Background: an optimization exercise with open tools, aiming at small area, a short achievable clock period and few clock cycles per item. Do not read the settings as production practice.
At most, simulation tests tie the RTL to the original design; equivalence was not proved.
Function not checked in runs 1 to 3 and 7: the RTL went through the layout flow alone.
Power is estimated from default activity; no workload was simulated.

## design/flow/constraint.sdc

```tcl
create_clock -name core_clock -period 8.0 [get_ports {clk}]
set_input_delay 1.6000 -clock core_clock [delete_from_list [all_inputs] [get_ports {clk}]]
set_output_delay 1.6000 -clock core_clock [all_outputs]
set_load 0.01 [all_outputs]
```

## design/flow/design.v

```verilog
module mlp_sequencer #(
   parameter int N1        = 98,
   parameter int N2        = 10,
   parameter int W_K       = 4,
   parameter int W_X       = 8,
   parameter int W_OUT     = 16,
   parameter int ACT_SHIFT = 4,
   parameter int OUT_SHIFT = 8
) (
   input  logic                         clk,
   input  logic                         rstn,
   input  logic                         s_valid,
   output logic                         s_ready,
   input  logic [W_X-1:0]               s_data,
   output logic                         m_valid,
   input  logic                         m_ready,
   output logic [W_OUT-1:0]             m_data,
   output logic                         busy,
   output logic [1:0]                   w_sel,
   output logic [$clog2(N2+1)-1:0]      w_neuron,
   output logic [$clog2(N1/2+1)-1:0]    w_idx,
   input  logic [W_K-1:0]               w_data,
   output logic [W_K-1:0]               tanh_idx,
   input  logic [W_OUT-1:0]             tanh_data
);
   localparam int HALF   = N1 / 2;
   localparam int NEU_W  = $clog2(N2 + 1);
   localparam int IDX_W  = $clog2(N1 / 2 + 1);
   localparam int ACC1_W = W_X + W_K + $clog2(N1 + 2) - 1;    
   localparam int ACC2_W = W_OUT + W_K + $clog2(N2 + 1) - 1;  
   localparam int XW     = (W_OUT > W_X) ? W_OUT : W_X;
   localparam int TAP    = 2;    
   localparam logic signed [ACC1_W-1:0] T_MAX = ACC1_W'(2 ** (W_K - 1) - 1);
   localparam logic signed [ACC1_W-1:0] T_MIN = ACC1_W'(-(2 ** (W_K - 1)));
   logic                     r_l2;       
   logic                     r_act;      
   logic [3:0]               r_pcnt;     
   logic                     r_first;    
   logic [1:0]               r_sel;
   logic [NEU_W-1:0]         r_neu;      
   logic [IDX_W-1:0]         r_idx;
   logic signed [XW-1:0]     r_x;
   logic [W_K-1:0]           r_w;
   logic [W_K-1:0]           r_t;
   logic signed [ACC2_W-1:0] r_acc2;
   logic                     r_m_valid;
   logic [N2*ACC1_W-1:0]     r_ring;
   logic                     r_mz, r_m2, r_men2, r_fin;
   logic                     w_bias, w_rdy, w_acc, w_last;
   logic [NEU_W-1:0]         w_neu_n;
   logic signed [ACC1_W-1:0] w_head, w_tap, w_sh;
   logic signed [ACC2_W-1:0] w_a, w_sum;
   logic [W_K-1:0]           w_t;
   assign w_head  = r_ring[ACC1_W-1:0];
   assign w_tap   = r_ring[TAP*ACC1_W +: ACC1_W];
   assign w_bias  = r_idx == IDX_W'(HALF);
   assign w_rdy   = !r_l2 && !r_act && !w_bias;
   assign w_acc   = s_valid && w_rdy;
   assign w_last  = r_pcnt == 4'd9;
   assign w_neu_n = (r_neu == NEU_W'(N2 - 1)) ? '0 : r_neu + 1'b1;
   assign s_ready  = rstn && w_rdy;
   assign busy     = rstn && !w_rdy;
   assign w_sel    = r_sel;
   assign w_neuron = r_neu;
   assign w_idx    = r_idx;
   assign tanh_idx = r_t;
   assign m_valid  = r_m_valid;
   assign m_data   = W_OUT'(r_acc2 >>> OUT_SHIFT);
   logic             b_neg0, b_one0, b_two0, b_neg1, b_one1, b_two1;
   logic [XW:0]      b_x, b_x2, b_pp0, b_pp1;
   assign b_neg0 = r_w[1];
   assign b_one0 = r_w[0];
   assign b_two0 = r_w[1] & ~r_w[0];
   assign b_neg1 = r_w[3] & ~(r_w[2] & r_w[1]);
   assign b_one1 = r_w[2] ^ r_w[1];
   assign b_two1 = (r_w[3] & ~r_w[2] & ~r_w[1]) | (~r_w[3] & r_w[2] & r_w[1]);
   assign b_x    = {r_x[XW-1], r_x};
   assign b_x2   = {r_x, 1'b0};
   assign b_pp0  = (({(XW+1){b_one0}} & b_x) | ({(XW+1){b_two0}} & b_x2)) ^ {(XW+1){b_neg0}};
   assign b_pp1  = (({(XW+1){b_one1}} & b_x) | ({(XW+1){b_two1}} & b_x2)) ^ {(XW+1){b_neg1}};
   assign w_a    = r_mz ? '0 : r_m2 ? r_acc2 : ACC2_W'(w_head);
   assign w_sum  = w_a + ACC2_W'($signed(b_pp0)) + ACC2_W'($signed({b_pp1, 2'b00}))
                 + ACC2_W'({b_neg1, 1'b0, b_neg0});
   always_comb begin
      w_sh = w_tap >>> ACT_SHIFT;
      if (w_sh > T_MAX)      w_t = W_K'(2 ** W_K - 1);
      else if (w_sh < T_MIN) w_t = '0;
      else                   w_t = W_K'(w_sh) ^ W_K'(2 ** (W_K - 1));
   end
   always_ff @(posedge clk) begin
      r_ring <= {w_sum[ACC1_W-1:0], r_ring[N2*ACC1_W-1:ACC1_W]};
      r_w    <= w_data;
      r_t    <= w_t;
      if (r_men2) r_acc2 <= w_sum;
   end
   always_ff @(posedge clk) begin
      if (!rstn) begin
         r_l2      <= 1'b0;
         r_act     <= 1'b0;
         r_pcnt    <= '0;
         r_first   <= 1'b1;
         r_sel     <= '0;
         r_neu     <= '0;
         r_idx     <= '0;
         r_x       <= '0;
         r_m_valid <= 1'b0;
         r_mz      <= 1'b1;
         r_m2      <= 1'b0;
         r_men2    <= 1'b0;
         r_fin     <= 1'b0;
      end else begin
         r_neu  <= w_neu_n;
         r_mz   <= r_l2 ? r_pcnt == 4'd0 : r_first;
         r_m2   <= r_l2 && r_pcnt != 4'd15;
         r_men2 <= r_l2 && r_pcnt != 4'd15;
         r_fin  <= r_l2 && r_pcnt == 4'd10;
         if (r_fin) r_m_valid <= 1'b1;
         else if (m_ready) r_m_valid <= 1'b0;
         if (!r_l2) begin
            if (!r_act) begin
               r_pcnt <= 4'd1;
               if (w_bias) begin
                  r_x   <= XW'(1);
                  r_act <= 1'b1;
               end else if (w_acc) begin
                  r_x <= XW'($signed(s_data));
                  if (|s_data) r_act <= 1'b1;
                  else r_idx <= r_idx + 1'b1;
               end else begin
                  r_x <= '0;
               end
            end else begin
               r_pcnt <= r_pcnt + 1'b1;
               if (w_last) begin
                  r_act   <= 1'b0;
                  r_first <= 1'b0;
                  if (!w_bias) r_idx <= r_idx + 1'b1;
                  else if (r_sel == 2'd0) begin
                     r_sel <= 2'd1;
                     r_idx <= '0;
                  end else begin
                     r_l2   <= 1'b1;
                     r_sel  <= 2'd2;
                     r_idx  <= IDX_W'(w_neu_n);
                     r_pcnt <= r_m_valid ? 4'd15 : 4'd0;
                  end
               end
            end
         end else begin
            r_idx <= IDX_W'(w_neu_n);
            if (r_pcnt == 4'd15) begin
               r_x <= '0;
               if (!r_m_valid) r_pcnt <= '0;
            end else begin
               r_pcnt <= r_pcnt + 1'b1;
               r_x    <= $signed(tanh_data);
               if (r_pcnt == 4'd9) begin
                  r_idx <= IDX_W'(N2);
               end else if (r_pcnt == 4'd10) begin
                  r_x     <= XW'(1);
                  r_l2    <= 1'b0;
                  r_first <= 1'b1;
                  r_sel   <= '0;
                  r_idx   <= '0;
               end
            end
         end
      end
   end
endmodule
```

## design/flow/config.mk

```make
export PLATFORM = sky130hd
export DESIGN_NAME = mlp_sequencer
export DESIGN_NICKNAME = mlp_sequencer
export VERILOG_FILES = /design/flow/design.v
export SDC_FILE = /design/flow/constraint.sdc
export NUM_CORES = 4
export LEC_CHECK = 0
export CAP_MARGIN = 20
export CORE_MARGIN = 2
export CORE_UTILIZATION = 40
export SETUP_SLACK_MARGIN = 4.2
export SLEW_MARGIN = 20
```

## design/flow/run.sh

```bash
#!/bin/bash
# synth_recipe.tcl (not shown) runs the flow's synth.tcl, then flattens the netlist and writes it again
# the make line also repeats each setting of config.mk as NAME=value (left out here)
make -C /OpenROAD-flow-scripts/flow DESIGN_CONFIG=/design/flow/config.mk WORK_HOME=/design/flow/orfs CLKGATE_MAP_FILE= SYNTH_SCRIPT=/design/flow/synth_recipe.tcl finish
```

==> flow_summary.toml, run 1 <==
[outcome]
status = "finished clean"

[yosys]
async_reset_ff_share_pct = 0
synth-edff-count = 23
syn_area_per_cell_um2 = 11.6
syn-cell-area_um2 = 9320
synth.distinct_cells = 57
yosysSeqAreaShare_pct = 56.1
synthFlopType = "dfxtp_1"
yosys_warnings = 1
netlist_instances = 807
ys_ff_latch = 250
synth_fp_nets = 909

[critical_path]
cp-start-kind = "input port"
critPathMaxStageDelay_ns = 0.28
cp_cell_sequence = "buf_16 -> o31a_1 -> dlygate4sd2_1"
crit_path_top_delay_cell = "dlygate4sd2_1"
critPathKind = "in2out"
cp_num_buf_inv = 2
cp_max_fo = 15
cp_top_family = "buffers and inverters"
arrival_ns = 2.11
required_ns = 6.40
worstSetupEndpointType = "primary output"

[cells_and_area]
diodes = 0
final_common_cell = "dfxtp_1"
drive_above_1_share_pct = 19.5
syn_to_final_growth_pct = 28.0
final_cell_mix = "218 x dfxtp_1, 63 x clkdlybuf4s50_1, 42 x nor2_1"
multi_input_area_um2 = 4270
num-fill-cells = 1959
seqCellArea_um2 = 5260
nNetsFinal = 996

[timing]
max_freq_mhz = 270
rsz0062_at_grt = "yes"
finalCritPeriodShare_pct = 46.3
relSlewSlack_pct = 35.2
min_period_ns = 3.71
finalHoldViolCount = 0
slew_violations = 0
setup_viol = 0
fin_worst_skew_ns = 0.0159
timing.setup.tns_ns = 0
worst_slew_pin_slew_ns = 0.969

[global_route]
grtUsageTotal_pct = 15.0
grt_first_pass_wirelength_um = 29300
grt_pass1_vias = 5726
antenna_found_initial = 0
grt_max_degree = 31
overflow = 0

[detailed_routing]
routed_via_density = 4.90
drc = 0
drtAntennaViolNets = 0
drt_iter0_markers = 325
dr_total_vias = 6002
drtPass1Iterations = 5
wl_um = 18600
wl_per_cell_um = 15.2

[clock_network]
cts.htree.levels = 1
cts_made_buffers = 24
clock_sinks = 250
root_buffer = "clkbuf_16"
clock_path_buffers = 3
clkTransAtPathRegs_ns = 0.06
clk_latency_ns = 0.52
tritoncts = "done"

[place]
io_buffers = 66
gp_congestion = 0.836
dp_hpwl_um = 12200

[power]
power_density_nw_per_um2 = 303
p_leak_uw = 0.00473
finalPower_uw = 3610
ir_drop_v = 0.000179

[hold_path]
hold_class = "reg2reg"

[floorplan]
core_um2 = 22800
die_w_um = 157
pin_count = 67
die_y_um = 157
die_area_um2 = 24500
start_util_pct = 40.9
rows = 55

[job]
drv_cap = 0
## final cells by class
cell class              instances  share of cell area [%]
clock buffers                  32                    5.88
flip-flops and latches        250                    44.1
repair buffers                109                    9.12
well taps                     313                    3.28
inverters                      28                   0.975
clock inverters                12                   0.912
multi-input cells             481                    35.7
## worst register-to-register path, stage by stage (launching register included)
cell and delay [ns]:
dfxtp_4 0.36, nor2b_4 0.14, buf_6 0.12, a22o_1 0.21
fa_1 0.47, inv_1 0.05, fa_1 0.46, inv_1 0.07
ha_2 0.17, inv_1 0.05, fa_2 0.37, nor2b_4 0.16
o21bai_4 0.11, a21boi_4 0.20, o211ai_1 0.12, buf_4 0.16
mux2i_1 0.14, nor2_1 0.06
## flip-flops by register name, indices dropped and copies added (netlist names), 4 cells and up
signal  cells
r_t         4
r_pcnt      4
r_idx       6
r_ring    180
r_x        16
r_w         4
r_acc2     23
r_neu       4
## cell families after synthesis
group / Yosys count / synth area share (%)
mux: 38 / 4.09
xor+xnor: 39 / 3.66
compound gates: 164 / 11.6
buf+inv: 76 / 3.89
flops: 250 / 56.1
fa+ha+maj: 70 / 11.2
simple gates: 170 / 9.49
## power breakdown
part	internal [µW]	switching (µW)
combinational	314	322
clock	655	466
sequential	1730	129
## routing by layer
metal / GRT usage [%] / vias up / part of all wire (%)
li1: - / 2982 / -
met1: 21.2 / 2825 / 49
met2: 23.1 / 166 / 43
met3: 3.16 / 29 / 5.4
met4: 4.94 / 0 / 2.8
met5: 0 / - / 0
## per-stage QoR
step                hold slack (ns)  util [%]  instance area [µm²]  setup slack (ns)  instances
global route                  0.328      52.4                11900              4.16       1225
floorplan                     0.310         -                 9380              4.21        807
detailed placement            0.312      44.5                10100              2.32       1139
global placement              0.310      44.5                10100              2.30       1139
finish                        0.321      52.4                11900              4.29       1225
CTS                           0.323      50.1                11400              4.01       1216
## repair_timing
item,CTS,global route
gates cloned,0,1
endpoints found under the setup margin,30,20
gates resized for setup,47,79
hold buffers,0,0
buffers inserted,33,8
pin swaps,13,39
## synth_stat cells, types with 18 or more instances
cell type  number  area (µm²)
buf_4          18         135
clkbuf_1       22        82.6
inv_1          27         101
fa_1           22         440
xnor2_1        33         289
nor2_1         43         161
nand2_1        42         158
mux2i_1        37         370
ha_1           48         601
o21ai_0        35         175
dfxtp_1       227        4540
a21oi_1        40         200
edfxtp_1       23         691
## worst paths after layout
path	startpoint	end	slack, ns	depth (start not counted)
worst max-delay path	rstn	busy	4.29	3
worst max register to register	r_w[0]	r_acc2[20]	4.31	17
worst min register to register	r_ring[141]	r_ring[123]	0.32	0
worst min-delay path	r_ring[141]	r_ring[123]	0.32	0
==> run 2, diff against run 1 <==
--- a/design/flow/config.mk
+++ b/design/flow/config.mk
@@ -10,3 +10,2 @@
 export CORE_UTILIZATION = 40
-export SETUP_SLACK_MARGIN = 4.2
 export SLEW_MARGIN = 20
==> run 2 against run 1 <==
Compared with the run above:
- still clean on timing, DRC and antenna
- combinational power decreased by 26%
- non-clock buffer count decreased by 40
- cell area decreased by 6.8%
- clock power increased by about 20%
- sequential share of layout area increased by 3.0 points
- routed wire length decreased by 5.0%
- sequential cell count unchanged
- critical path depth increased by 1
- largest cell class unchanged
- largest power group unchanged
==> flow_summary.toml, run 2 <==
[cells_and_area]
regMostFlops = "r_ring"
largest_registers = "r_ring: 180 flops, r_acc2: 23 flops, r_x: 16 flops"
final_common_cell = "dfxtp_1"
num-fill-cells = 2059
nNetsFinal = 957
final_core_util_pct = 48.8
finalNonFillerCells = 1187
final_cell_mix = "226 x dfxtp_1, 66 x clkdlybuf4s50_1, 48 x ha_1"
drive_above_1_share_pct = 6.64
largest_reg_flops = 180
syn_to_final_growth_pct = 19.3
diodes = 0

[place]
gp_congestion = 0.793
dp.cells = 1141
dp_hpwl_um = 12400
io_buffers = 66

[outcome]
status = "finished clean"

[timing]
min_period_ns = 5.71
relSlewSlack_pct = 32.5
setup_viol = 0
fin_worst_skew_ns = 0.0101
finalHoldViolCount = 0
max_freq_mhz = 175
worst_slew_pin_slew_ns = 1.01
rsz0062_at_grt = "no"
slew_violations = 0
timing.setup.tns_ns = 0
finalCritPeriodShare_pct = 71.4

[global_route]
overflow = 0
grtUsageTotal_pct = 14.8
grt_first_pass_wirelength_um = 28900
antenna_found_initial = 0
grt_max_degree = 31
grt_pass1_vias = 5648

[clock_network]
clock_sinks = 250
clk_latency_ns = 0.53
cts_made_buffers = 25
clkTransAtPathRegs_ns = 0.07
ctsResizeCount = 0
cts.htree.levels = 1
tritoncts = "done"
root_buffer = "clkbuf_16"
clock_path_buffers = 3
cts_setup_buffers = 0
hold_buffers = 0

[critical_path]
critPathKind = "in2out"
cp_top_family = "buffers and inverters"
rrSetupSlack_ns = 2.99
worstSetupEndpointType = "primary output"
arrival_ns = 4.11
crit_path_top_delay_cell = "clkdlybuf4s50_1"
required_ns = 6.40
cp_num_buf_inv = 3
cp_max_fo = 30
cp_cell_sequence = "clkdlybuf4s50_1 -> inv_1 -> nor4_1 -> clkdlybuf4s50_1"
critPathMaxStageDelay_ns = 1.09
cp-start-kind = "input port"
worstRegToRegCells = 16
crit_top_cell = "clkdlybuf4s50_1"
r2r_end = "r_acc2[22]"
r2r-start = "r_w[1]"

[power]
p_leak_uw = 0.00451
power_density_nw_per_um2 = 330
ir_drop_v = 0.000134

[detailed_routing]
wl_um = 17700
wl_per_cell_um = 14.9
drc = 0
dr_total_vias = 5805
drtAntennaViolNets = 0
routed_via_density = 4.89
drtPass1Iterations = 6
drt_iter0_markers = 312

[job]
drv_cap = 0

[yosys]
synth_fp_nets = 909
synthAdderAreaFrac_pct = 11.2
syn_area_per_cell_um2 = 11.6
async_reset_ff_share_pct = 0
yosys.area_share.simple_pct = 9.49
synth_top_cell_by_area = "dfxtp_1"
synth_top_family_by_area = "compound AO/OA/AOI/OAI gates"
synth_xor_area_share_pct = 3.66
synth_commonest_cells = "227 x dfxtp_1, 48 x ha_1, 43 x nor2_1, 42 x nand2_1, 40 x a21oi_1"
syn-cell-area_um2 = 9320
yosys_warnings = 1
yosys-mux-area-fraction_pct = 4.09
yosys-top-cells-area = "dfxtp_1 49%, edfxtp_1 7.4%, ha_1 6.4%"
yosysSeqAreaShare_pct = 56.1
synthFlopType = "dfxtp_1"
synthMostInstantiatedCell = "dfxtp_1"
synth_compound_area_share_pct = 11.6
netlist_instances = 807
synth-edff-count = 23
synth.distinct_cells = 57
ys_ff_latch = 250
synth_top_area_share_pct = 48.7

[floorplan]
rows = 55
pin_count = 67
die_y_um = 157
die_w_um = 157
start_util_pct = 40.9
core_um2 = 22800
die_area_um2 = 24500

[hold_path]
hold_class = "reg2reg"
min_from = "r_ring[129]"
worstHoldPathCells = 0
min_to = "r_ring[111]"
[run 2: logic make-up after synthesis]
| group | Yosys count |
|---|---|
| AND/OR/NAND/NOR | 170 |
| AO/OA/AOI/OAI | 164 |
| multiplexers | 38 |
| XOR/XNOR | 39 |
| flip-flops | 250 |
| buffers and inverters | 76 |
| adder cells (fa/ha/maj) | 70 |
[run 2: worst max-delay path by stage]
stage	startpoint	to	slack, ns	depth (start not counted)
4_1_cts	rstn	s_ready	2.31	4
3_5_place_dp	rstn	s_ready	2.33	4
5_1_grt	rstn	s_ready	2.10	4
3_3_place_gp	rstn	s_ready	2.31	4
6_report	rstn	s_ready	2.29	4
2_1_floorplan	r_m2	r_acc2[22]	3.21	17
[run 2: cell type report]
type	instances	area (µm²)	share of cell area, %
clock inverters	16	277	2.49
flip-flops and latches	250	5240	47.1
clock buffers	30	697	6.27
inverters	28	105	0.945
multi-input cells	481	3730	33.6
repair buffers	69	683	6.14
well taps	313	392	3.52
[run 2: layer usage]
layer | wire length [µm] | part of all wire [%] | vias to the layer above | global-route usage (%)
li1 | - | - | 2904 | -
met1 | 8970 | 51 | 2743 | 20.9
met2 | 7530 | 43 | 130 | 22.7
met3 | 861 | 4.9 | 28 | 3.43
met4 | 321 | 1.8 | 0 | 3.80
met5 | 0 | 0 | - | 0
[run 2: report_power, final]
group,leakage (µW),switching (µW),internal [µW]
registers,0.00211,131,1730
logic,0.00192,263,211
clock network,0.000479,483,853
total,0.00451,877,2790
[run 2: stage by stage]
stage / worst slack, ns / cell area [µm²] / hold slack, ns / total power, µW
floorplan: 3.21 / 9320 / 0.310 / 2170
global placement: 2.31 / 10100 / 0.310 / 2340
detailed placement: 2.33 / 10100 / 0.312 / 2350
CTS: 2.31 / 11100 / 0.318 / 3710
global route: 2.10 / 11100 / 0.330 / 3860
finish: 2.29 / 11100 / 0.319 / 3670
[run 2: worst register-to-register path, stage by stage, from the launching register on]
cell and delay [ns]:
dfxtp_1 0.74, ha_1 0.25, nand2b_1 0.29, inv_2 0.25, fa_1 0.56, inv_1 0.05, fa_1 0.46, inv_1 0.07
ha_1 0.16, inv_1 0.05, fa_1 0.40, nor2b_1 0.18, o21bai_1 0.13, a21boi_0 0.44, o21ai_0 0.32, o21ai_0 0.28
xnor2_1 0.10
==> run 3, diff against run 2 <==
--- a/design/flow/config.mk
+++ b/design/flow/config.mk
@@ -10,2 +10,3 @@
 export CORE_UTILIZATION = 40
+export SETUP_SLACK_MARGIN = 4.45
 export SLEW_MARGIN = 20
==> run 3 against run 2 <==
Compared with the run above:
- still clean on timing, DRC and antenna
- count of clock-buffer cells in the layout decreased by 2
- first-iteration DRC count decreased by 0.32%
- synthesized cell count unchanged
- power increased by 2.9%
- global-route usage increased by 1.9 points
- routed wire length increased by 13%
- largest cell class unchanged
==> flow_summary.toml, run 3 <==
[outcome]
status = "finished clean"

[cells_and_area]
regMostFlops = "r_ring"
largest_registers = "r_ring: 180 flops, r_acc2: 23 flops, r_x: 16 flops"
syn_to_final_growth_pct = 31.3
largest_reg_flops = 180
final_cell_mix = "219 x dfxtp_1, 63 x clkdlybuf4s50_1, 41 x nor2_1, 41 x nand2_1"
seqCellArea_um2 = 5260
finalNonFillerCells = 1231
multi_input_area_um2 = 4490
final_common_cell = "dfxtp_1"
nNetsFinal = 1001
num-fill-cells = 1920
fin_area_um2 = 12200
drive_above_1_share_pct = 22.2
diodes = 0

[global_route]
grt_first_pass_wirelength_um = 32500
antenna_found_initial = 0
grt_max_degree = 26
grtUsageTotal_pct = 16.7
overflow = 0
grt_pass1_vias = 6273

[timing]
max_freq_mhz = 270
hold_ws_ns = 0.321
min_period_ns = 3.71
relSlewSlack_pct = 40.5
timing.setup.tns_ns = 0
fin_worst_skew_ns = 0.0229
setup_viol = 0
finalCritPeriodShare_pct = 46.4
slew_violations = 0
finalHoldViolCount = 0
rsz0062_at_grt = "yes"
worst_slew_pin_slew_ns = 0.892

[power]
ir_drop_v = 0.000148
p_clk_share_pct = 32.3
p_leak_uw = 0.00480
combPwrFrac_pct = 18.4
power_density_nw_per_um2 = 308
swShare_pct = 25.8
power_frac_seq_pct = 49.3
intPower_uw = 2800
power.net_switching_uw = 973

[critical_path]
worstSetupEndpointType = "flop"
required_ns = 8.26
r2r-start = "r_w[1]"
arrival_ns = 3.97
cp_max_fo = 8
startpoint = "r_w[1]"
critPathKind = "reg2reg"
cp-start-kind = "flop"
rrSetupSlack_ns = 4.29

[place]
dp_hpwl_um = 12400
dp.cells = 1139
placed_cell_area_um2 = 10200
io_buffers = 66
gp_congestion = 0.847

[floorplan]
rows = 55
start_util_pct = 40.9
die_y_um = 157
pin_count = 67
die_w_um = 157
core_um2 = 22800
die_area_um2 = 24500

[yosys]
synth-edff-count = 23
synth_top_area_share_pct = 48.7
synth_top_cell_by_area = "dfxtp_1"
ys_ff_latch = 250
yosysSeqAreaShare_pct = 56.1
synth.distinct_cells = 57
syn-cell-area_um2 = 9320
syn_area_per_cell_um2 = 11.6
async_reset_ff_share_pct = 0
synthMostInstantiatedCell = "dfxtp_1"
yosys_warnings = 1
yosys-top-cells-area = "dfxtp_1 49%, edfxtp_1 7.4%, ha_1 6.4%"
synth_commonest_cells = "227 x dfxtp_1, 48 x ha_1, 43 x nor2_1, 42 x nand2_1, 40 x a21oi_1"
synth_fp_nets = 909
netlist_instances = 807
synthFlopType = "dfxtp_1"

[detailed_routing]
drtPass1Iterations = 5
dr_total_vias = 6143
drt_iter0_markers = 311
drc = 0
routed_via_density = 4.99
drtAntennaViolNets = 0
wl_um = 19900
wl_per_cell_um = 16.2

[clock_network]
clk_latency_ns = 0.52
tritoncts = "done"
clkTransAtPathRegs_ns = 0.06
hold_buffers = 0
root_buffer = "clkbuf_16"
cts.htree.levels = 1
clock_sinks = 250
clock_path_buffers = 3
cts_made_buffers = 25

[job]
drv_cap = 0

[hold_path]
min_from = "r_ring[93]"
hold_class = "reg2reg"
==> run 3: worst max-delay path, cell delays in order (launching register included) <==
cell	delay, ns
dfxtp_4	0.39
ha_4	0.30
buf_8	0.15
a22oi_2	0.23
xnor2_2	0.14
fa_1	0.47
ha_4	0.27
ha_4	0.24
buf_4	0.14
nor2b_4	0.13
o21bai_4	0.18
a21oi_2	0.10
o31a_1	0.30
o311ai_2	0.41
==> run 3: timing repair <==
| item | in CTS | in global routing |
|---|---|---|
| gates cloned | 2 | 0 |
| endpoints found under the setup margin | 39 | 23 |
| pin swaps | 49 | 7 |
| resized for setup | 122 | 20 |
| buffers inserted | 43 | 1 |
==> run 3: area by class of cell <==
| type | instances | share of cell area, % |
|---|---|---|
| clock buffer | 28 | 5.55 |
| clock inverter | 18 | 1.68 |
| inverter | 28 | 0.950 |
| multi-input combinational | 482 | 36.7 |
| sequential | 250 | 42.9 |
| tap | 313 | 3.20 |
| timing repair buffer | 112 | 9.03 |
==> run 3: per-stage QoR <==
| stage | setup WS, ns | util, % | total power (µW) |
|---|---|---|---|
| floorplan | 4.28 | - | 2200 |
| global placement | 2.33 | 44.9 | 2350 |
| detailed placement | 2.33 | 44.9 | 2370 |
| CTS | 4.33 | 53.2 | 3780 |
| global route | 4.19 | 53.8 | 3980 |
| finish | 4.29 | 53.8 | 3770 |
==> run 3: worst paths after layout <==
check,end,cells past startpoint
worst max-delay path,r_acc2[12],13
worst min-delay path,r_ring[75],0
worst max register to register,r_acc2[12],13
worst min register to register,r_ring[75],0
==> run 3: kinds of logic after synthesis <==
family                     count (synthesis)  share of synthesized area, %
adders and majority gates                 70                          11.2
and+or+nand+nor                          170                          9.49
xor gates and xnor gates                  39                          3.66
DFF                                      250                          56.1
muxes                                     38                          4.09
AOI/OAI and AO/OA                        164                          11.6
buffers and inverters                     76                          3.89
==> run 3: per-layer routing <==
| layer | vias to the layer above | global-route usage, % | wire [µm] |
|---|---|---|---|
| met2 | 167 | 27.1 | 8980 |
| met3 | 34 | 3.16 | 1030 |
| met5 | - | 0 | 0 |
| met1 | 2945 | 22.5 | 9440 |
| li1 | 2997 | - | - |
| met4 | 0 | 5.11 | 490 |
==> run 3: power groups by stage <==
stage	Combinational [µW]	Clock (µW)	Sequential, µW
2_1_floorplan	359	0	1840
3_3_place_gp	478	0	1870
3_5_place_dp	483	0	1890
4_1_cts	658	1250	1870
5_1_grt	758	1310	1910
6_report	696	1220	1860
==> run 4, diff against run 3 <==
--- a/design/flow/design.v
+++ b/design/flow/design.v
@@ -42,3 +42,2 @@
    logic signed [XW-1:0]     r_x;
-   logic [W_K-1:0]           r_w;
    logic [W_K-1:0]           r_t;
@@ -48,2 +47,4 @@
    logic                     r_mz, r_m2, r_men2, r_fin;
+   logic                     r_rdy;      
+   logic                     r_neg0, r_one0, r_two0, r_neg1, r_one1, r_two1;
    logic                     w_bias, w_rdy, w_acc, w_last;
@@ -56,3 +57,3 @@
    assign w_bias  = r_idx == IDX_W'(HALF);
-   assign w_rdy   = !r_l2 && !r_act && !w_bias;
+   assign w_rdy   = r_rdy;
    assign w_acc   = s_valid && w_rdy;
@@ -70,8 +71,8 @@
    logic [XW:0]      b_x, b_x2, b_pp0, b_pp1;
-   assign b_neg0 = r_w[1];
-   assign b_one0 = r_w[0];
-   assign b_two0 = r_w[1] & ~r_w[0];
-   assign b_neg1 = r_w[3] & ~(r_w[2] & r_w[1]);
-   assign b_one1 = r_w[2] ^ r_w[1];
-   assign b_two1 = (r_w[3] & ~r_w[2] & ~r_w[1]) | (~r_w[3] & r_w[2] & r_w[1]);
+   assign b_neg0 = r_neg0;
+   assign b_one0 = r_one0;
+   assign b_two0 = r_two0;
+   assign b_neg1 = r_neg1;
+   assign b_one1 = r_one1;
+   assign b_two1 = r_two1;
    assign b_x    = {r_x[XW-1], r_x};
@@ -91,3 +92,8 @@
       r_ring <= {w_sum[ACC1_W-1:0], r_ring[N2*ACC1_W-1:ACC1_W]};
-      r_w    <= w_data;
+      r_neg0 <= w_data[1];
+      r_one0 <= w_data[0];
+      r_two0 <= w_data[1] & ~w_data[0];
+      r_neg1 <= w_data[3] & ~(w_data[2] & w_data[1]);
+      r_one1 <= w_data[2] ^ w_data[1];
+      r_two1 <= (w_data[3] & ~w_data[2] & ~w_data[1]) | (~w_data[3] & w_data[2] & w_data[1]);
       r_t    <= w_t;
@@ -110,2 +116,3 @@
          r_fin     <= 1'b0;
+         r_rdy     <= 1'b1;
       end else begin
@@ -124,6 +131,12 @@
                   r_act <= 1'b1;
+                  r_rdy <= 1'b0;
                end else if (w_acc) begin
                   r_x <= XW'($signed(s_data));
-                  if (|s_data) r_act <= 1'b1;
-                  else r_idx <= r_idx + 1'b1;
+                  if (|s_data) begin
+                     r_act <= 1'b1;
+                     r_rdy <= 1'b0;
+                  end else begin
+                     r_idx <= r_idx + 1'b1;
+                     r_rdy <= r_idx != IDX_W'(HALF - 1);
+                  end
                end else begin
@@ -136,6 +149,9 @@
                   r_first <= 1'b0;
-                  if (!w_bias) r_idx <= r_idx + 1'b1;
-                  else if (r_sel == 2'd0) begin
+                  if (!w_bias) begin
+                     r_idx <= r_idx + 1'b1;
+                     r_rdy <= r_idx != IDX_W'(HALF - 1);
+                  end else if (r_sel == 2'd0) begin
                      r_sel <= 2'd1;
                      r_idx <= '0;
+                     r_rdy <= 1'b1;
                   end else begin
@@ -160,2 +176,3 @@
                   r_x     <= XW'(1);
+                  r_rdy   <= 1'b1;
                   r_l2    <= 1'b0;
==> design/flow/flow/run.sh (new file) <==
#!/bin/bash
# Standard layout, with port buffers of a small plain buffer instead of the
# default delay buffer.
cp standard.sh standard_sh_copy.log
export BUFFER_PORTS_ARGS="-buffer_cell sky130_fd_sc_hd__buf_2"
bash standard.sh > standard.log 2>&1
==> design/flow/standard.sh (new file) <==
#!/bin/bash
# synth_recipe.tcl (not shown) runs the flow's synth.tcl, then flattens the netlist and writes it again
# the make line also repeats each setting of config.mk as NAME=value (left out here)
make -C /OpenROAD-flow-scripts/flow DESIGN_CONFIG=/design/flow/config.mk WORK_HOME=/design/flow/orfs CLKGATE_MAP_FILE= SYNTH_SCRIPT=/design/flow/synth_recipe.tcl "${@:-finish}"
--- a/design/flow/config.mk
+++ b/design/flow/config.mk
@@ -10,3 +10,3 @@
 export CORE_UTILIZATION = 40
-export SETUP_SLACK_MARGIN = 4.45
+export SETUP_SLACK_MARGIN = 4.2
 export SLEW_MARGIN = 20
removed: design/flow/run.sh
==> run 4 against run 3 <==
Compared with the run above:
- register-to-register slack gained 0.06 ns
- worst hold slack worse by 0.0032 ns
- synthesized area grew 0.13%
- power fell by 1.4%
- still clean
- clock power is essentially flat
- largest power group unchanged
- die area up 0.13%
- sequential power increased by 3%
- non-clock buffer count fell by 35
- highest routed layer unchanged
- worst setup slack got worse by 0.025 ns
==> flow_summary.toml, run 4 <==
[outcome]
status = "finished clean"

[floorplan]
die_w_um = 157
die_y_um = 157
die_area_um2 = 24600
start_util_pct = 41.0
rows = 55
pin_count = 67
core_um2 = 22800

[timing]
fin_worst_skew_ns = 0.0158
setup_viol = 0
max_freq_mhz = 268
rsz0062_at_grt = "no"
setup_slack_ns = 4.27
finalHoldViolCount = 0
relSlewSlack_pct = 38.7
slew_violations = 0
timing.setup.tns_ns = 0
finalCritPeriodShare_pct = 46.7
min_period_ns = 3.73
worst_slew_pin_slew_ns = 0.920

[critical_path]
cp-start-kind = "input port"
path_depth = 3
critPathMaxStageDelay_ns = 0.24
cp_num_buf_inv = 2
cp-endpoint = "busy"
cp_cell_sequence = "buf_6 -> nor2b_1 -> buf_2"
cp_max_fo = 40
worstRegToRegCells = 13
required_ns = 6.40
r2r-start = "r_mz"
r2r_end = "r_acc2[20]"
worstSetupEndpointType = "primary output"
rrSetupSlack_ns = 4.35
cp_top_family = "buffers and inverters"
crit_path_top_delay_cell = "buf_6"
arrival_ns = 2.13
startpoint = "rstn"
critPathKind = "in2out"

[place]
io_buffers = 66
dp_hpwl_um = 12400
dp_slack_ns = 3.71
gp_congestion = 0.802
placed_cell_area_um2 = 9850
dp.cells = 1138

[cells_and_area]
drive_above_1_share_pct = 17.0
fin_area_um2 = 10900
diodes = 0
finalNonFillerCells = 1194
largest_reg_flops = 180
nNetsFinal = 965
final_cell_mix = "222 x dfxtp_1, 65 x buf_2, 54 x nand2_1"
final_common_cell = "dfxtp_1"
regMostFlops = "r_ring"
largest_registers = "r_ring: 180 flops, r_acc2: 23 flops, r_x: 16 flops"
syn_to_final_growth_pct = 16.9
num-fill-cells = 2089

[yosys]
syn_area_per_cell_um2 = 11.6
netlist_instances = 807
ys_ff_latch = 253
syn-cell-area_um2 = 9340
synthFlopType = "dfxtp_1"
synth.distinct_cells = 55
yosysSeqAreaShare_pct = 56.7
yosys_warnings = 1
synth_top_area_share_pct = 49.3
synth-edff-count = 23
synth_top_cell_by_area = "dfxtp_1"
yosys-top-cells-area = "dfxtp_1 49%, edfxtp_1 7.4%, ha_1 6.6%"
synth_fp_nets = 910
async_reset_ff_share_pct = 0
synthMostInstantiatedCell = "dfxtp_1"
synth_commonest_cells = "230 x dfxtp_1, 54 x nand2_1, 49 x ha_1, 49 x xnor2_1, 45 x o21ai_0"

[global_route]
overflow = 0
grt_first_pass_wirelength_um = 29100
grt_max_degree = 41
grt_pass1_vias = 5536
grtUsageTotal_pct = 14.8
antenna_found_initial = 0

[detailed_routing]
wl_um = 17900
drc = 0
drtPass1Iterations = 5
drtAntennaViolNets = 0
dr_total_vias = 5733
drt_iter0_markers = 327
wl_per_cell_um = 15.0
routed_via_density = 4.80

[clock_network]
clock_sinks = 253
clock_path_buffers = 3
clk_latency_ns = 0.53
cts_made_buffers = 25
hold_buffers = 0
cts.htree.levels = 1
root_buffer = "clkbuf_16"
tritoncts = "done"
clkTransAtPathRegs_ns = 0.06

[power]
power_density_nw_per_um2 = 341
ir_drop_v = 0.000155
p_leak_uw = 0.00451

[job]
drv_cap = 0

[hold_path]
hold_class = "reg2reg"
-- run 4: changes by cell type in the layout (fill, tap and decap cells not counted), moves of 12 or more --
cell             delta
xnor2_1            +22
buf_2              +63
o21ai_0            +12
a22oi_1            +32
ha_4               -28
a22o_1             -14
mux2i_1            -18
clkdlybuf4s50_1    -63
ha_1               +29
buf_4              -28
nand2_1            +13
-- run 4: logic make-up (layout without fill, tap and decap cells) --
group / count (synthesis) / count (layout) / synth area share, %
muxes: 19 / 19 / 2.05
and+or+nand+nor: 151 / 151 / 7.87
DFF: 253 / 253 / 56.7
adders and majority gates: 71 / 71 / 11.3
xor gates and xnor gates: 59 / 59 / 5.53
AOI/OAI and AO/OA: 182 / 182 / 12.9
buffers and inverters: 72 / 146 / 3.62
-- run 4: area by class of cell --
class                      count  area, µm²  area share (%)
clock buffer                  35        756            6.92
inverter                      23       86.3           0.791
tap                          313        392            3.59
clock inverter                11        138            1.26
multi-input combinational    482       3790            34.7
timing repair buffer          77        439            4.02
sequential                   253       5320            48.7
-- run 4: worst min path at each step --
stage / slack, ns / end / cells past startpoint / from
floorplan: 0.31 / r_ring[0] / 0 / r_ring[18]
global placement: 0.31 / r_ring[118] / 0 / r_ring[136]
detailed placement: 0.31 / r_ring[157] / 0 / r_ring[175]
CTS: 0.32 / r_ring[148] / 0 / r_ring[166]
global route: 0.33 / r_ring[79] / 0 / r_ring[97]
finish: 0.32 / r_ring[79] / 0 / r_ring[97]
-- run 4: worst reg2reg max path: cells and delay by family (launching register included) --
kind | cells | cell delay (ns)
compound gates | 4 | 0.89
xor+xnor | 1 | 0.11
flops | 1 | 0.31
simple gates | 2 | 0.35
fa+ha+maj | 4 | 1.54
buf+inv | 2 | 0.21
-- run 4: power by group --
group / total (µW) / leakage, µW / internal (µW) / switching (µW)
combinational: 582 / 0.00193 / 249 / 334
clock: 1220 / 0.000441 / 735 / 490
sequential: 1910 / 0.00214 / 1770 / 145
-- run 4: per-layer routing --
| layer | routed length, µm | track usage, % | vias to the layer above |
|---|---|---|---|
| li1 | - | - | 2906 |
| met1 | 8840 | 20.8 | 2679 |
| met2 | 7720 | 23.2 | 120 |
| met3 | 954 | 3.32 | 28 |
| met4 | 356 | 3.41 | 0 |
| met5 | 0 | 0 | - |
-- run 4: per-stage QoR --
step / util, % / power [µW] / hold WS [ns]
2_1_floorplan: - / 2300 / 0.310
3_3_place_gp: 43.3 / 2480 / 0.310
3_5_place_dp: 43.3 / 2500 / 0.312
4_1_cts: 47.6 / 3750 / 0.319
5_1_grt: 47.9 / 3930 / 0.329
6_report: 47.9 / 3720 / 0.318
-- run 4: timing repair --
item                                   in CTS  in global routing
cloned                                      0                  0
setup endpoints to repair                  18                 11
endpoints found under the hold margin       0                  0
resized for setup                          13                 11
setup buffers                               5                  5
pin swaps                                   3                  6
Testbench counts of run 4, summed over its fixed seeds: cycles 89,494, items 96.
==> run 5, diff against run 4 <==
==> design/flow/run.sh (new file) <==
#!/bin/bash
# synth_recipe.tcl (not shown) runs the flow's synth.tcl, then flattens the netlist and writes it again
# the make line also repeats each setting of config.mk as NAME=value (left out here)
make -C /OpenROAD-flow-scripts/flow DESIGN_CONFIG=/design/flow/config.mk WORK_HOME=/design/flow/orfs CLKGATE_MAP_FILE= SYNTH_SCRIPT=/design/flow/synth_recipe.tcl finish
removed: design/flow/flow/run.sh
removed: design/flow/standard.sh
==> run 5 against run 4 <==
Compared with the run above:
- worst setup slack better by 0.0066 ns
- combinational power up 6.4%
- cell area grew 3.2%
==> flow_summary.toml, run 5 <==
[clock_network]
cts.htree.levels = 1
clock_sinks = 253
tritoncts = "done"
cts_made_buffers = 24
clkTransAtPathRegs_ns = 0.06
clk_latency_ns = 0.51
root_buffer = "clkbuf_16"
clock_path_buffers = 3

[yosys]
synth_commonest_cells = "230 x dfxtp_1, 54 x nand2_1, 49 x ha_1, 49 x xnor2_1, 45 x o21ai_0"
synth_top_area_share_pct = 49.3
synth_top_cell_by_area = "dfxtp_1"
synth.distinct_cells = 55
yosys_warnings = 1
netlist_instances = 807
syn_area_per_cell_um2 = 11.6
yosys-top-cells-area = "dfxtp_1 49%, edfxtp_1 7.4%, ha_1 6.6%"
synth-edff-count = 23
synthMostInstantiatedCell = "dfxtp_1"
synthFlopType = "dfxtp_1"
synth_fp_nets = 910
ys_ff_latch = 253
async_reset_ff_share_pct = 0
syn-cell-area_um2 = 9340
yosysSeqAreaShare_pct = 56.7

[global_route]
grt_first_pass_wirelength_um = 28200
grt_max_degree = 39
grtUsageTotal_pct = 14.5
antenna_found_initial = 0
overflow = 0
grt_pass1_vias = 5475

[floorplan]
die_area_um2 = 24600
die_w_um = 157
core_um2 = 22800
pin_count = 67
die_y_um = 157
start_util_pct = 41.0
rows = 55

[critical_path]
cp-start-kind = "input port"
crit_path_top_delay_cell = "dlygate4sd2_1"
arrival_ns = 2.13
required_ns = 6.40
cp_max_fo = 3
cp_cell_sequence = "dlygate4sd2_1 -> and2_1 -> buf_2"
critPathKind = "in2out"
critPathMaxStageDelay_ns = 0.25
worstSetupEndpointType = "primary output"
rrSetupSlack_ns = 4.31

[timing]
slew_violations = 0
fin_worst_skew_ns = 0.00727
worst_slew_pin_slew_ns = 1.00
relSlewSlack_pct = 33.3
min_period_ns = 3.73
finalCritPeriodShare_pct = 46.6
setup_viol = 0
max_freq_mhz = 268
timing.setup.tns_ns = 0
hold_ws_ns = 0.320
rsz0062_at_grt = "yes"
finalHoldViolCount = 0

[cells_and_area]
largest_reg_flops = 180
final_cell_mix = "221 x dfxtp_1, 63 x clkdlybuf4s50_1, 54 x nand2_1"
final_common_cell = "dfxtp_1"
regMostFlops = "r_ring"
final_core_util_pct = 49.5
num-fill-cells = 2059
drive_above_1_share_pct = 10.6
syn_to_final_growth_pct = 20.7
largest_registers = "r_ring: 180 flops, r_acc2: 23 flops, r_x: 16 flops"
nNetsFinal = 968
fin_area_um2 = 11300
diodes = 0

[detailed_routing]
drtPass1Iterations = 6
drt_iter0_markers = 245
dr_total_vias = 5696
wl_um = 17500
drc = 0
drtAntennaViolNets = 0
routed_via_density = 4.76
wl_per_cell_um = 14.6

[power]
p_leak_uw = 0.00450
power_density_nw_per_um2 = 329
ir_drop_v = 0.000144

[place]
placed_cell_area_um2 = 10200
dp_hpwl_um = 12100
gp_congestion = 0.776
io_buffers = 66

[job]
drv_cap = 0

[outcome]
status = "finished clean"

[hold_path]
hold_class = "reg2reg"
==> run 5: cell count changes in the layout (fill, tap and decap cells not counted), moves of 2 or more <==
cell | before | now
buf_4 | 8 | 12
clkdlybuf4s50_1 | 0 | 63
buf_2 | 65 | 2
o21ai_4 | 0 | 2
o21ai_2 | 2 | 0
buf_6 | 3 | 1
==> run 5: power breakdown <==
| part | total (µW) | internal (µW) | switching, µW |
|---|---|---|---|
| clock network | 1180 | 714 | 461 |
| registers | 1910 | 1770 | 144 |
| logic | 619 | 279 | 339 |
| total | 3700 | 2760 | 944 |
==> run 5: worst max-delay path: cells and delay by family <==
family                 cells  cell delay, ns
buffers and inverters      2            0.38
and+or+nand+nor            1            0.15
==> run 5: worst paths after layout <==
check | start | to | cells past startpoint
hold / removal | r_ring[166] | r_ring[148] | 0
hold reg to reg | r_ring[166] | r_ring[148] | 0
setup reg to reg | r_one0 | r_acc2[20] | 13
setup / recovery | rstn | s_ready | 3
==> run 5: cell families (layout without fill, tap and decap cells) <==
kind of cell	after synthesis	count (layout)	synth area share, %
AO/OA/AOI/OAI	182	182	12.9
XOR/XNOR	59	59	5.53
adder cells (fa/ha/maj)	71	71	11.3
flip-flops	253	253	56.7
multiplexers	19	19	2.05
buffers and inverters	72	148	3.62
AND/OR/NAND/NOR	151	151	7.87
==> run 5: stage by stage <==
step	cells	worst slack, ns	power [µW]
floorplan	807	4.18	2300
global placement	1139	3.65	2510
detailed placement	1139	3.64	2510
CTS	1190	4.21	3720
global route	1196	4.13	3920
finish	1196	4.27	3700
==> run 5: layer usage <==
layer	vias up	GRT usage (%)	part of all wire, %
met4	0	3.32	1.8
met3	24	3.21	4.5
met5	-	0	0
li1	2903	-	-
met1	2664	20.4	50
met2	105	22.7	44
==> run 5: final cells by class <==
cell class	instances	area (µm²)	share of cell area (%)
tap	313	392	3.48
multi-input combinational	482	3840	34.1
inverter	23	86.3	0.766
clock inverter	9	111	0.988
clock buffer	35	744	6.61
timing repair buffer	81	776	6.88
sequential	253	5320	47.2
==> run 5: timing repair <==
item / CTS / global route
resized for setup: 21 / 20
hold buffers: 0 / 0
setup endpoints to repair: 21 / 12
buffers inserted: 7 / 6
pin swaps: 4 / 9
==> run 6, diff against run 5 <==
==> design/flow/flow/run.sh (new file) <==
#!/bin/bash
# Standard layout, with port buffers of a small plain buffer instead of the
# default delay buffer.
cp standard.sh standard_sh_copy.log
export BUFFER_PORTS_ARGS="-buffer_cell sky130_fd_sc_hd__buf_2"
bash standard.sh > standard.log 2>&1
==> design/flow/standard.sh (new file) <==
#!/bin/bash
# synth_recipe.tcl (not shown) runs the flow's synth.tcl, then flattens the netlist and writes it again
# the make line also repeats each setting of config.mk as NAME=value (left out here)
make -C /OpenROAD-flow-scripts/flow DESIGN_CONFIG=/design/flow/config.mk WORK_HOME=/design/flow/orfs CLKGATE_MAP_FILE= SYNTH_SCRIPT=/design/flow/synth_recipe.tcl "${@:-finish}"
--- a/design/flow/config.mk
+++ b/design/flow/config.mk
@@ -10,2 +10,5 @@
 export CORE_UTILIZATION = 40
+export CTS_BUF_LIST = sky130_fd_sc_hd__clkbuf_16
+export CTS_CLUSTER_DIAMETER = 150
+export CTS_CLUSTER_SIZE = 30
 export SETUP_SLACK_MARGIN = 4.2
removed: design/flow/run.sh
==> run 6 against run 5 <==
Compared with the run above:
- synthesized cell count unchanged
- critical path type unchanged
- synthesized area unchanged
- sequential cell count unchanged
- highest routed layer unchanged
- global-route usage rose by 0.10 points
- still clean
- worst hold slack is essentially flat
==> flow_summary.toml, run 6 <==
[cells_and_area]
final_cell_mix = "222 x dfxtp_1, 65 x buf_2, 54 x nand2_1"
final_core_util_pct = 45.5
largest_registers = "r_ring: 180 flops, r_acc2: 23 flops, r_x: 16 flops"
syn_to_final_growth_pct = 11.1
nNetsFinal = 950
drive_above_1_share_pct = 13.7
diodes = 0
largest_reg_flops = 180
regMostFlops = "r_ring"
finalNonFillerCells = 1166
final_common_cell = "dfxtp_1"

[place]
gp_congestion = 0.802
dp_hpwl_um = 12400
dp_slack_ns = 3.71
dp.cells = 1138
io_buffers = 66

[critical_path]
crit_path_top_delay_cell = "buf_6"
arrival_ns = 2.14
r2r_end = "r_acc2[20]"
path_depth = 3
critPathKind = "in2out"
critPathMaxStageDelay_ns = 0.24
worstRegToRegCells = 12
startpoint = "rstn"
r2r-start = "r_men2"
cp_num_buf_inv = 2
cp-start-kind = "input port"
worstSetupEndpointType = "primary output"
rrSetupSlack_ns = 4.34
required_ns = 6.40
cp_top_family = "buffers and inverters"
cp_cell_sequence = "buf_6 -> nor2b_1 -> buf_2"
cp_max_fo = 40

[timing]
timing.setup.tns_ns = 0
setup_slack_ns = 4.26
finalCritPeriodShare_pct = 46.8
fin_worst_skew_ns = 0.0142
min_period_ns = 3.74
finalHoldViolCount = 0
rsz0062_at_grt = "no"
setup_viol = 0
max_freq_mhz = 267
worst_slew_pin_slew_ns = 0.937
slew_violations = 0
relSlewSlack_pct = 37.5

[power]
ir_drop_v = 0.000188
power_density_nw_per_um2 = 306
finalPower_uw = 3180
p_leak_uw = 0.00426

[clock_network]
cts_made_buffers = 12
clock_path_buffers = 3
tritoncts = "done"
cts.htree.levels = 1
clk_latency_ns = 0.48
clkTransAtPathRegs_ns = 0.11
root_buffer = "clkbuf_16"
hold_buffers = 0
clock_sinks = 253

[hold_path]
worstHoldPathCells = 0
hold_class = "reg2reg"
min_to = "r_ring[88]"
min_from = "r_ring[106]"

[floorplan]
pin_count = 67
start_util_pct = 41.0
die_y_um = 157
rows = 55
die_area_um2 = 24600
die_w_um = 157
core_um2 = 22800

[yosys]
netlist_instances = 807
syn-cell-area_um2 = 9340
synth_top_area_share_pct = 49.3
synth-edff-count = 23
yosys-top-cells-area = "dfxtp_1 49%, edfxtp_1 7.4%, ha_1 6.6%"
yosysSeqAreaShare_pct = 56.7
synth.distinct_cells = 55
synthFlopType = "dfxtp_1"
syn_area_per_cell_um2 = 11.6
ys_ff_latch = 253
yosys_warnings = 1
synth_commonest_cells = "230 x dfxtp_1, 54 x nand2_1, 49 x ha_1, 49 x xnor2_1, 45 x o21ai_0"
async_reset_ff_share_pct = 0
synth_top_cell_by_area = "dfxtp_1"
synth_fp_nets = 910
synthMostInstantiatedCell = "dfxtp_1"

[global_route]
grt_max_degree = 41
overflow = 0
grtUsageTotal_pct = 14.6
grt_pass1_vias = 5370
grt_first_pass_wirelength_um = 28500
antenna_found_initial = 0

[detailed_routing]
routed_via_density = 4.84
dr_total_vias = 5645
drc = 0
drtPass1Iterations = 5
wl_per_cell_um = 15.0
drtAntennaViolNets = 0
wl_um = 17500
drt_iter0_markers = 364

[job]
drv_cap = 0

[outcome]
status = "finished clean"
## run 6: changes by cell type in the layout (fill, tap and decap cells not counted), moves of 2 or more
| cell | previous run | this run |
|---|---|---|
| buf_2 | 2 | 65 |
| clkdlybuf4s50_1 | 63 | 0 |
| clkbuf_16 | 26 | 13 |
| buf_4 | 12 | 5 |
| inv_1 | 22 | 29 |
| clkbuf_8 | 6 | 0 |
| clkinv_2 | 4 | 0 |
| clkbuf_1 | 3 | 0 |
| buf_6 | 1 | 3 |
| bufinv_16 | 2 | 0 |
| o21ai_2 | 0 | 2 |
| o21ai_4 | 2 | 0 |
## run 6: cells by family (layout without fill, tap and decap cells)
family	Yosys count	in the layout	synth area share, %
flip-flops	253	253	56.7
AO/OA/AOI/OAI	182	182	12.9
AND/OR/NAND/NOR	151	151	7.87
buffers and inverters	72	118	3.62
adder cells (fa/ha/maj)	71	71	11.3
XOR/XNOR	59	59	5.53
multiplexers	19	19	2.05
## run 6: cell type report
type | instances | area, µm²
clock inverter | 7 | 42.5
multi-input combinational | 482 | 3770
timing repair buffer | 75 | 437
inverter | 23 | 86.3
clock buffer | 13 | 325
fill | 2124 | 12400
sequential | 253 | 5320
tap | 313 | 392
## run 6: where the power goes
part | internal, µW | switching, µW
Combinational | 248 | 334
Clock | 304 | 384
Sequential | 1760 | 143
## run 6: worst max-delay path by stage
| stage | endpoint | slack [ns] |
|---|---|---|
| 2_1_floorplan | r_acc2[20] | 4.18 |
| 3_3_place_gp | r_acc2[20] | 3.79 |
| 3_5_place_dp | r_acc2[21] | 3.71 |
| 4_1_cts | r_acc2[20] | 4.21 |
| 5_1_grt | r_acc2[19] | 4.20 |
| 6_report | busy | 4.26 |
## run 6: metrics by stage
step / area, µm² / hold slack (ns)
global route: 10400 / 0.338
finish: 10400 / 0.320
global placement: 9850 / 0.310
CTS: 10300 / 0.332
floorplan: 9390 / 0.310
detailed placement: 9850 / 0.312
## run 6: routing by layer
layer,vias to the layer above,wire length (µm),GRT usage (%)
met5,-,0,0
met4,0,367,3.36
met3,25,842,2.44
met2,140,7490,22.7
met1,2621,8770,21.1
li1,2859,-,-
## run 6: what timing repair did
item | 4_1_cts | 5_1_grt
buffers inserted | 6 | 2
pin swaps | 2 | 6
endpoints found under the setup margin | 21 | 12
gates resized for setup | 15 | 8
==> run 7, diff against run 6 <==
--- a/design/flow/design.v
+++ b/design/flow/design.v
@@ -49,3 +49,5 @@
    logic                     r_neg0, r_one0, r_two0, r_neg1, r_one1, r_two1;
-   logic                     w_bias, w_rdy, w_acc, w_last;
+   logic                     w_bias, w_rdy, w_acc, w_last, w_mac, w_xld;
+   logic [3:0]               w_pcnt;
+   logic signed [XW-1:0]     w_x;
    logic [NEU_W-1:0]         w_neu_n;
@@ -60,2 +62,24 @@
    assign w_last  = r_pcnt == 4'd9;
+   assign w_mac   = r_l2 ? r_pcnt != 4'd15 : (r_act || w_bias || w_acc);
+   always_comb begin
+      if (!r_l2) begin
+         if (!r_act) w_pcnt = 4'd1;
+         else if (w_last && w_bias && r_sel != 2'd0) w_pcnt = r_m_valid ? 4'd15 : 4'd0;
+         else w_pcnt = r_pcnt + 1'b1;
+      end else if (r_pcnt == 4'd15) begin
+         w_pcnt = r_m_valid ? 4'd15 : 4'd0;
+      end else begin
+         w_pcnt = r_pcnt + 1'b1;
+      end
+   end
+   always_comb begin
+      w_xld = 1'b1;
+      w_x   = $signed(tanh_data);
+      if (!r_l2) begin
+         w_xld = !r_act;
+         w_x   = w_bias ? XW'(1) : XW'($signed(s_data));
+      end else if (r_pcnt == 4'd10) begin
+         w_x   = XW'(1);
+      end
+   end
    assign w_neu_n = (r_neu == NEU_W'(N2 - 1)) ? '0 : r_neu + 1'b1;
@@ -92,8 +116,13 @@
       r_ring <= {w_sum[ACC1_W-1:0], r_ring[N2*ACC1_W-1:ACC1_W]};
-      r_neg0 <= w_data[1];
-      r_one0 <= w_data[0];
-      r_two0 <= w_data[1] & ~w_data[0];
-      r_neg1 <= w_data[3] & ~(w_data[2] & w_data[1]);
-      r_one1 <= w_data[2] ^ w_data[1];
-      r_two1 <= (w_data[3] & ~w_data[2] & ~w_data[1]) | (~w_data[3] & w_data[2] & w_data[1]);
+      r_neg0 <= w_mac & w_data[1];
+      r_one0 <= w_mac & w_data[0];
+      r_two0 <= w_mac & w_data[1] & ~w_data[0];
+      r_neg1 <= w_mac & w_data[3] & ~(w_data[2] & w_data[1]);
+      r_one1 <= w_mac & (w_data[2] ^ w_data[1]);
+      r_two1 <= w_mac & ((w_data[3] & ~w_data[2] & ~w_data[1]) | (~w_data[3] & w_data[2] & w_data[1]));
+      r_pcnt <= w_pcnt;
+      r_mz   <= r_l2 ? r_pcnt == 4'd0 : r_first;
+      r_m2   <= r_l2 && r_pcnt != 4'd15;
+      r_men2 <= r_l2 && r_pcnt != 4'd15;
+      if (w_xld) r_x <= w_x;
       r_t    <= w_t;
@@ -105,3 +134,2 @@
          r_act     <= 1'b0;
-         r_pcnt    <= '0;
          r_first   <= 1'b1;
@@ -110,7 +138,3 @@
          r_idx     <= '0;
-         r_x       <= '0;
          r_m_valid <= 1'b0;
-         r_mz      <= 1'b1;
-         r_m2      <= 1'b0;
-         r_men2    <= 1'b0;
          r_fin     <= 1'b0;
@@ -119,5 +143,2 @@
          r_neu  <= w_neu_n;
-         r_mz   <= r_l2 ? r_pcnt == 4'd0 : r_first;
-         r_m2   <= r_l2 && r_pcnt != 4'd15;
-         r_men2 <= r_l2 && r_pcnt != 4'd15;
          r_fin  <= r_l2 && r_pcnt == 4'd10;
@@ -127,5 +148,3 @@
             if (!r_act) begin
-               r_pcnt <= 4'd1;
                if (w_bias) begin
-                  r_x   <= XW'(1);
                   r_act <= 1'b1;
@@ -133,3 +152,2 @@
                end else if (w_acc) begin
-                  r_x <= XW'($signed(s_data));
                   if (|s_data) begin
@@ -141,7 +159,4 @@
                   end
-               end else begin
-                  r_x <= '0;
                end
             end else begin
-               r_pcnt <= r_pcnt + 1'b1;
                if (w_last) begin
@@ -160,3 +175,2 @@
                      r_idx  <= IDX_W'(w_neu_n);
-                     r_pcnt <= r_m_valid ? 4'd15 : 4'd0;
                   end
@@ -166,8 +180,3 @@
             r_idx <= IDX_W'(w_neu_n);
-            if (r_pcnt == 4'd15) begin
-               r_x <= '0;
-               if (!r_m_valid) r_pcnt <= '0;
-            end else begin
-               r_pcnt <= r_pcnt + 1'b1;
-               r_x    <= $signed(tanh_data);
+            if (r_pcnt != 4'd15) begin
                if (r_pcnt == 4'd9) begin
@@ -175,3 +184,2 @@
                end else if (r_pcnt == 4'd10) begin
-                  r_x     <= XW'(1);
                   r_rdy   <= 1'b1;
==> run 7 against run 6 <==
Compared with the run above:
- still clean
- final cell count shrank 0.34%
- combinational power grew 19%
- synthesized cell count shrank 2.1%
- synthesized area grew 1.6%
- non-clock buffer count grew 1
- clock skew grew 0.0068 ns
- worst setup slack gained 0.0076 ns
- first-iteration DRC count grew 6.9%
- via count shrank 0.12%
- critical path depth grew 1
- worst hold slack is essentially flat
- cell area grew 1.9%
- largest cell class unchanged
- largest power group unchanged
==> flow_summary.toml, run 7 <==
[power]
power_frac_seq_pct = 58.7
ir_drop_v = 0.000168
swShare_pct = 27.9
combPwrFrac_pct = 20.8
finalPower_uw = 3330
power.net_switching_uw = 928
intPower_uw = 2400
p_clk_share_pct = 20.5
power_density_nw_per_um2 = 315
p_leak_uw = 0.00433

[yosys]
yosysSeqAreaShare_pct = 57.5
synth_top_area_share_pct = 45.2
synth_fp_nets = 893
synth_top_cell_by_area = "dfxtp_1"
synth-edff-count = 39
synthFlopType = "dfxtp_1"
synth_commonest_cells = "214 x dfxtp_1, 49 x ha_1, 48 x xnor2_1, 47 x nor2_1, 42 x nand2_1"
syn-cell-area_um2 = 9480
yosys-top-cells-area = "dfxtp_1 45%, edfxtp_1 12%, ha_1 6.5%"
ys_ff_latch = 253
netlist_instances = 790
synth.distinct_cells = 71
yosys_warnings = 1
syn_area_per_cell_um2 = 12.0
async_reset_ff_share_pct = 0
synthMostInstantiatedCell = "dfxtp_1"

[clock_network]
clk_latency_ns = 0.49
clock_sinks = 253
clock_path_buffers = 3
clkTransAtPathRegs_ns = 0.11
root_buffer = "clkbuf_16"
cts_made_buffers = 12
tritoncts = "done"
cts.htree.levels = 1

[floorplan]
core_um2 = 23400
die_y_um = 158
rows = 56
die_area_um2 = 25000
start_util_pct = 40.5
die_w_um = 158
pin_count = 67

[detailed_routing]
drtPass1Iterations = 4
drt_iter0_markers = 389
drc = 0
drtAntennaViolNets = 0
dr_total_vias = 5638
wl_per_cell_um = 14.8
routed_via_density = 4.85
wl_um = 17200

[critical_path]
r2r-start = "r_x[1]"
arrival_ns = 2.13
r2r_end = "r_acc2[20]"
required_ns = 6.40
worstSetupEndpointType = "primary output"
cp-start-kind = "input port"
critPathKind = "in2out"
rrSetupSlack_ns = 4.29
worstRegToRegCells = 12
cp_max_fo = 6

[cells_and_area]
syn_to_final_growth_pct = 11.5
regMostFlops = "r_ring"
final_cell_mix = "207 x dfxtp_1, 66 x buf_2, 47 x nor2_1, 47 x xnor2_1, 45 x ha_1"
diodes = 0
drive_above_1_share_pct = 15.8
largest_registers = "r_ring: 180 flops, r_acc2: 23 flops, r_x: 16 flops"
final_common_cell = "dfxtp_1"
largest_reg_flops = 180
nNetsFinal = 941

[place]
dp_hpwl_um = 12300
io_buffers = 66
dp_slack_ns = 3.65
gp_congestion = 0.892

[timing]
max_freq_mhz = 268
finalHoldViolCount = 0
min_period_ns = 3.73
worst_slew_pin_slew_ns = 0.684
timing.setup.tns_ns = 0
rsz0062_at_grt = "yes"
setup_viol = 0
fin_worst_skew_ns = 0.0211
relSlewSlack_pct = 54.4
finalCritPeriodShare_pct = 46.7
setup_slack_ns = 4.27
slew_violations = 0

[hold_path]
min_to = "r_ring[143]"
hold_class = "reg2reg"
worstHoldPathCells = 0
min_from = "r_ring[161]"

[global_route]
grt_max_degree = 32
grt_first_pass_wirelength_um = 28300
overflow = 0
grt_pass1_vias = 5491
grtUsageTotal_pct = 14.3
antenna_found_initial = 0

[outcome]
status = "finished clean"

[job]
drv_cap = 0
==> run 7: cell types whose count changed after synthesis, moves of 10 or more <==
cell	before	now
dfxtp_1	230	214
edfxtp_1	23	39
inv_1	23	33
nand2_1	54	42
nor2_1	36	47
nor2b_1	13	3
o21ai_0	45	10
o21ai_1	0	12
==> run 7: how the worst max path moves through the flow <==
| stage | from | to | depth (start not counted) |
|---|---|---|---|
| 2_1_floorplan | r_m2 | r_acc2[20] | 14 |
| 3_3_place_gp | r_neg0 | r_acc2[19] | 11 |
| 3_5_place_dp | r_neg0 | r_acc2[19] | 11 |
| 4_1_cts | r_x[1] | r_acc2[20] | 12 |
| 5_1_grt | r_x[1] | r_acc2[20] | 12 |
| 6_report | rstn | busy | 4 |
==> run 7: layer usage <==
| layer | track usage, % | up-vias | share of wire [%] |
|---|---|---|---|
| met4 | 3.73 | 0 | 2.1 |
| met3 | 2.14 | 24 | 4.1 |
| met2 | 22.1 | 115 | 43 |
| met5 | 0 | - | 0 |
| met1 | 20.8 | 2666 | 51 |
| li1 | - | 2833 | - |
==> run 7: repair_timing <==
item	in CTS	in global routing
setup buffers	6	3
setup endpoints to repair	19	10
resized for setup	8	20
pin swaps	0	4
hold buffers	0	0
==> run 7: through the flow <==
stage	util, %	instance area, µm²	hold slack, ns	std cells
6_report	45.2	10600	0.320	1162
5_1_grt	45.2	10600	0.333	1162
4_1_cts	44.7	10500	0.325	1159
3_5_place_dp	42.8	10000	0.312	1134
3_3_place_gp	42.8	10000	0.310	1134
2_1_floorplan	-	9520	0.310	790
==> run 7: cells by family (layout without fill, tap and decap cells) <==
logic type / count (synthesis) / after routing / synth area share [%]
AND/OR/NAND/NOR: 143 / 143 / 7.52
multiplexers: 21 / 21 / 2.23
AO/OA/AOI/OAI: 168 / 168 / 12.5
flip-flops: 253 / 253 / 57.5
buffers and inverters: 75 / 128 / 3.65
adder cells (fa/ha/maj): 71 / 71 / 11.1
XOR/XNOR: 59 / 59 / 5.45
==> run 7: cell type report <==
cell class | instances | area, µm²
multi-input combinational | 462 | 3770
timing repair buffer | 76 | 434
sequential | 253 | 5480
inverter | 33 | 128
fill | 2227 | 12800
clock inverter | 6 | 38.8
tap | 319 | 399
clock buffer | 13 | 325
==> run 7: worst max-delay path, stage by stage <==
cell        delay [ns]
buf_2             0.18
clkinvlp_4        0.13
nor2_1            0.09
buf_2             0.13
==> run 7: power groups by stage <==
| stage | logic [µW] | registers [µW] | clock network, µW |
|---|---|---|---|
| final | 693 | 1950 | 681 |
| after global routing | 784 | 2010 | 752 |
| after CTS | 672 | 1960 | 708 |
| after detailed placement | 663 | 1980 | 0 |
| after global placement | 658 | 1970 | 0 |
| after floorplan | 516 | 1920 | 0 |

separate check: timing with driven ports:
Ports are ideal in the flow. The routed layouts listed here were re-timed in OpenROAD. Step 1 (the two cells are an assumption about what drives the block):
set clk [get_ports {clk}]
set_driving_cell -lib_cell sky130_fd_sc_hd__clkbuf_16 $clk
set_driving_cell -lib_cell sky130_fd_sc_hd__buf_2 [delete_from_list [all_inputs] $clk]
Step 2, shift: input delay + t, output delay - t, t = (earliest + latest rising clock arrival at the registers) / 2. This alone moves slack from input paths to output paths. Slacks: no drivers / after step 1 / after step 2; pairs: no drivers / after step 1.
run	shift t [ns]	setup slack, ns	worst setup path at the end	cell pins on the clock port's net
run 1	0.562	4.295 / 4.161 / 4.161	input to output	1
run 2	0.573	2.288 / 2.265 / 2.265	input to output	1
run 3	0.558	4.291 / 4.226 / 4.189	input to register	1
run 4	0.563	4.266 / 4.229 / 4.229	input to output	1
run 5	0.554	4.272 / 4.256 / 4.256	input to output	1
run 6	0.522	4.258 / 4.221 / 4.221	input to output	1
run 7	0.518	4.266 / 4.246 / 4.246	input to output	1
After both steps every run listed still meets setup and hold. The setup slack of run 1, which loses most, moves by -0.134 ns with the drivers and by -0.134 ns with both steps.
